This design comes from an exercise in tuning for small area and a short achievable clock period on the open sky130 flow, not from production work. At most, simulation tests tie the RTL to the original design; equivalence was not proved. No activity file was given, so power comes from the tool's default toggle rates.

red:
==> flow/design.v (excerpt) <==
module execStage (
    input  logic                 clk,
    input  logic                 rstN,
    input  logic                 inValid,
    input  execPkg::opcodeE               opcode,
    input  logic [execPkg::DataWidth-1:0] operandA,
    input  logic [execPkg::DataWidth-1:0] operandB,
    input  logic [execPkg::DataWidth-1:0] immediate,
    input  logic [execPkg::AddrWidth-1:0] pc,
    input  logic [execPkg::AddrWidth-1:0] stackTop,
    output logic                 outValid,
    output logic                 regWriteEn,
    output logic                 writeFromMem,
    output logic [execPkg::DataWidth-1:0] writeData,
    output logic                 memReadEn,
    output logic                 memWriteEn,
    output logic [execPkg::AddrWidth-1:0] memAddr,
    output logic [execPkg::DataWidth-1:0] memWriteData,
    output logic                 branchTaken,
    output logic [execPkg::AddrWidth-1:0] branchTarget,
    output logic                 pushReturn,
    output logic                 popReturn,
    output logic                 illegalOp
);
==> flow/config.mk <==
export PLATFORM = sky130hd
export DESIGN_NAME = execStage
export DESIGN_NICKNAME = execStage
export VERILOG_FILES = /design/flow/design.v
export SDC_FILE = /design/flow/constraint.sdc
export NUM_CORES = 4
export LEC_CHECK = 0
export ABC_AREA = 1
export CAP_MARGIN = 20
export CORE_MARGIN = 2
export CORE_UTILIZATION = 40
export PLACE_DENSITY = 0.6
export SLEW_MARGIN = 20
==> flow/constraint.sdc <==
create_clock -name core_clock -period 32.0 [get_ports {clk}]
set_input_delay 6.4000 -clock core_clock [delete_from_list [all_inputs] [get_ports {clk}]]
set_output_delay 6.4000 -clock core_clock [all_outputs]
set_load 0.01 [all_outputs]
standard.sh (not shown) runs the stock make flow with config.mk's settings and CLKGATE_MAP_FILE= SYNTH_SCRIPT=/design/flow/synth_recipe.tcl, a recipe that flattens the netlist after the stock synthesis.
==> flow/flow/run.sh <==
#!/bin/bash
# The standard ORFS flow with four changes:
#  - synthesis (flow/my_synth.tcl, the standard flow's own synthesis script otherwise) maps
#    with ABC script flow/abc.script;
#  - synthesis leaves adders to ABC (no full/half-adder cell extraction);
#  - ports are buffered with buf_2;
#  - timing repair aims at a setup slack margin of 19 ns.
# make's output goes to standard.log; each tool's own log is under orfs/logs.
HERE=$(pwd)
export MY_ABC_SCRIPT=$HERE/flow/abc.script
bash standard.sh SYNTH_SCRIPT=$HERE/flow/my_synth.tcl ADDER_MAP_FILE= SETUP_SLACK_MARGIN=19 "BUFFER_PORTS_ARGS=-buffer_cell sky130_fd_sc_hd__buf_2" finish > standard.log 2>&1
==> flow/flow/abc.script <==
strash
dch
map -B 0.9
strash
dch
map -B 0.9
topo
stime -c
buffer -c
upsize -c
dnsize -c
==> flow/flow/my_synth.tcl <==
# The standard synthesis (synth_recipe.tcl) with one change: ABC maps with
# the script named by MY_ABC_SCRIPT instead of ORFS's abc_area/abc_speed.
proc synth {args} { yosys synth -nofsm -noshare {*}$args }
set f [open $::env(SCRIPTS_DIR)/synth.tcl]
set src [read $f]
close $f
set hook {source $::env(SCRIPTS_DIR)/synth_preamble.tcl}
set n [string first $hook $src]
if { $n < 0 } { error "synth.tcl no longer sources synth_preamble.tcl" }
set src [string replace $src $n [expr { $n + [string length $hook] - 1 }] \
  "$hook\nset abc_args \[lreplace \$abc_args 1 1 \$::env(MY_ABC_SCRIPT)\]\nputs \"abc args: \$abc_args\""]
eval $src
# left out here: clear keep_hierarchy, flatten, clean up, hide names made inside functions, write 1_2_yosys.v
[inputs] blue vs red
==> flow/flow/run.sh <==
#!/bin/bash
# The standard ORFS flow with three changes: synthesis leaves adders to ABC
# (no full/half-adder cell extraction), ports are buffered with buf_2, and
# timing repair aims at a setup slack margin of 18.5 ns. make's output goes to
# standard.log; each tool's own log is under orfs/logs.
bash standard.sh ADDER_MAP_FILE= SETUP_SLACK_MARGIN=18.5 "BUFFER_PORTS_ARGS=-buffer_cell sky130_fd_sc_hd__buf_2" finish > standard.log 2>&1
removed: flow/flow/abc.script
removed: flow/flow/my_synth.tcl
## What came out
- Any difference in sequential power between blue and red is small enough to ignore.
- The higher basic-gate share of the synthesized area counting and, or, nand and nor cells of red and blue is in red.
- blue contains more vias than red.
- Of the two values seen for top routing layer in use, met5 was produced by red and met4 by blue.
- Worst endpoint data arrival time: blue vs red up 0.51 ns
- blue vs red, cell area after placement went up by 220 µm².
- The run with more setup slack is red; blue has less.
- Highest net fanout along the worst path down 1 in blue wrt red
- Diff red -> blue: synthesized cell count moved down, mux contribution to synthesized area shrank by 0.18 points.
- Looking at setup slack at placement across both flows, blue is the weaker of the two, with red ahead.

* * *

execStage, a different RTL version from the one above (not shown whole).
Size: about 3,400 cells after synthesis, roughly 67 flip-flops, about 160 I/O pins.
Settings: LEC_CHECK=0, ABC_AREA=1, CAP_MARGIN=20, CORE_MARGIN=2, CORE_UTILIZATION=40, PLACE_DENSITY=0.6, SLEW_MARGIN=20; clock period 32.0 ns.
==> flow/flow/run.sh <==
#!/bin/bash
# The standard ORFS flow with three changes: synthesis leaves adders to ABC
# (no full/half-adder cell extraction), ports are buffered with buf_2, and
# timing repair aims at a setup slack margin of 19.5 ns. make's output goes to
# standard.log; each tool's own log is under orfs/logs.
bash standard.sh ADDER_MAP_FILE= SETUP_SLACK_MARGIN=19.5 "BUFFER_PORTS_ARGS=-buffer_cell sky130_fd_sc_hd__buf_2" finish > standard.log 2>&1
==> next run, changes <==
==> flow/flow/run.sh (replaced) <==
#!/bin/bash
# The standard ORFS flow with three changes: synthesis leaves adders to ABC
# (no full/half-adder cell extraction), ports are buffered with buf_2, and
# timing repair aims at a setup slack margin of 19 ns. make's output goes to
# standard.log; each tool's own log is under orfs/logs.
bash standard.sh ADDER_MAP_FILE= SETUP_SLACK_MARGIN=19 "BUFFER_PORTS_ARGS=-buffer_cell sky130_fd_sc_hd__buf_2" finish > standard.log 2>&1
CORE_UTILIZATION = 55   (was 40)
PLACE_DENSITY = 0.7   (was 0.6)
Result:
- utilization rises by 13 points
- critical path depth rises by 1
- final cell count falls by a few percent
- global-route usage rises by 12 points
- sequential power stays flat
- via count rises slightly
- wire length falls slightly
- clock power falls by a few percent
- area after synthesis does not change
- setup slack gets worse by 0.33 ns
==> next run, changes <==
CORE_UTILIZATION = 40   (was 55)
PLACE_DENSITY = 0.6   (was 0.7)
After rerunning:
- setup slack improved by 0.12 ns
- total power decreases by 3.6%
- non-clock buffer count is lower by 1
- wire length shrinks by 3.5%
- sequential power hardly moves
- design area climbs by 0.62%
- maximum frequency grows by 0.95%
- critical path depth is unchanged
- synthesized cell count does not change
- area after synthesis is unchanged
Function was not checked in any run of this note: the RTL went through the layout flow alone.

-- re-timing with driven ports --
The results above use ideal ports. As a check the final layouts listed here were re-extracted and re-timed, cells and wires unchanged. Step 1: set_driving_cell puts a clkbuf_16 on clk and a buf_2 on each other input, an assumption about the parent block. Step 2 moves the port delays by t, midway between the first and last clock arrival at a register: inputs arrive t later, outputs are due t later. That takes back most of the time a late clock gives input paths. a / b / c = ideal ports / drivers / drivers and shift; a / b = the first two.
run | t, ns | slack for setup (ns) | hold WS [ns] | slew at the worst register clock pin (ns) | worst slew at a driven data input, ns
red | 0.372 | 19.496 / 19.458 / 19.230 | 0.464 / 0.464 / 0.464 | 0.06 / 0.06 | 0.09
blue | 0.383 | 18.993 / 18.953 / 19.162 | 0.466 / 0.466 / 0.466 | 0.07 / 0.07 | 0.07
the first run of note 2 | 0.410 | 19.661 / 19.611 / 19.577 | 0.475 / 0.475 / 0.475 | 0.07 / 0.07 | 0.06
the second run of note 2 | 0.404 | 19.333 / 19.284 / 19.193 | 0.475 / 0.475 / 0.475 | 0.08 / 0.08 | 0.09
the third run of note 2 | 0.409 | 19.452 / 19.400 / 19.309 | 0.478 / 0.478 / 0.478 | 0.08 / 0.08 | 0.05
After both steps setup and hold are still met in every run listed. For red, which loses most, drivers alone change the setup slack by -0.038 ns; drivers and shift together by -0.266 ns.
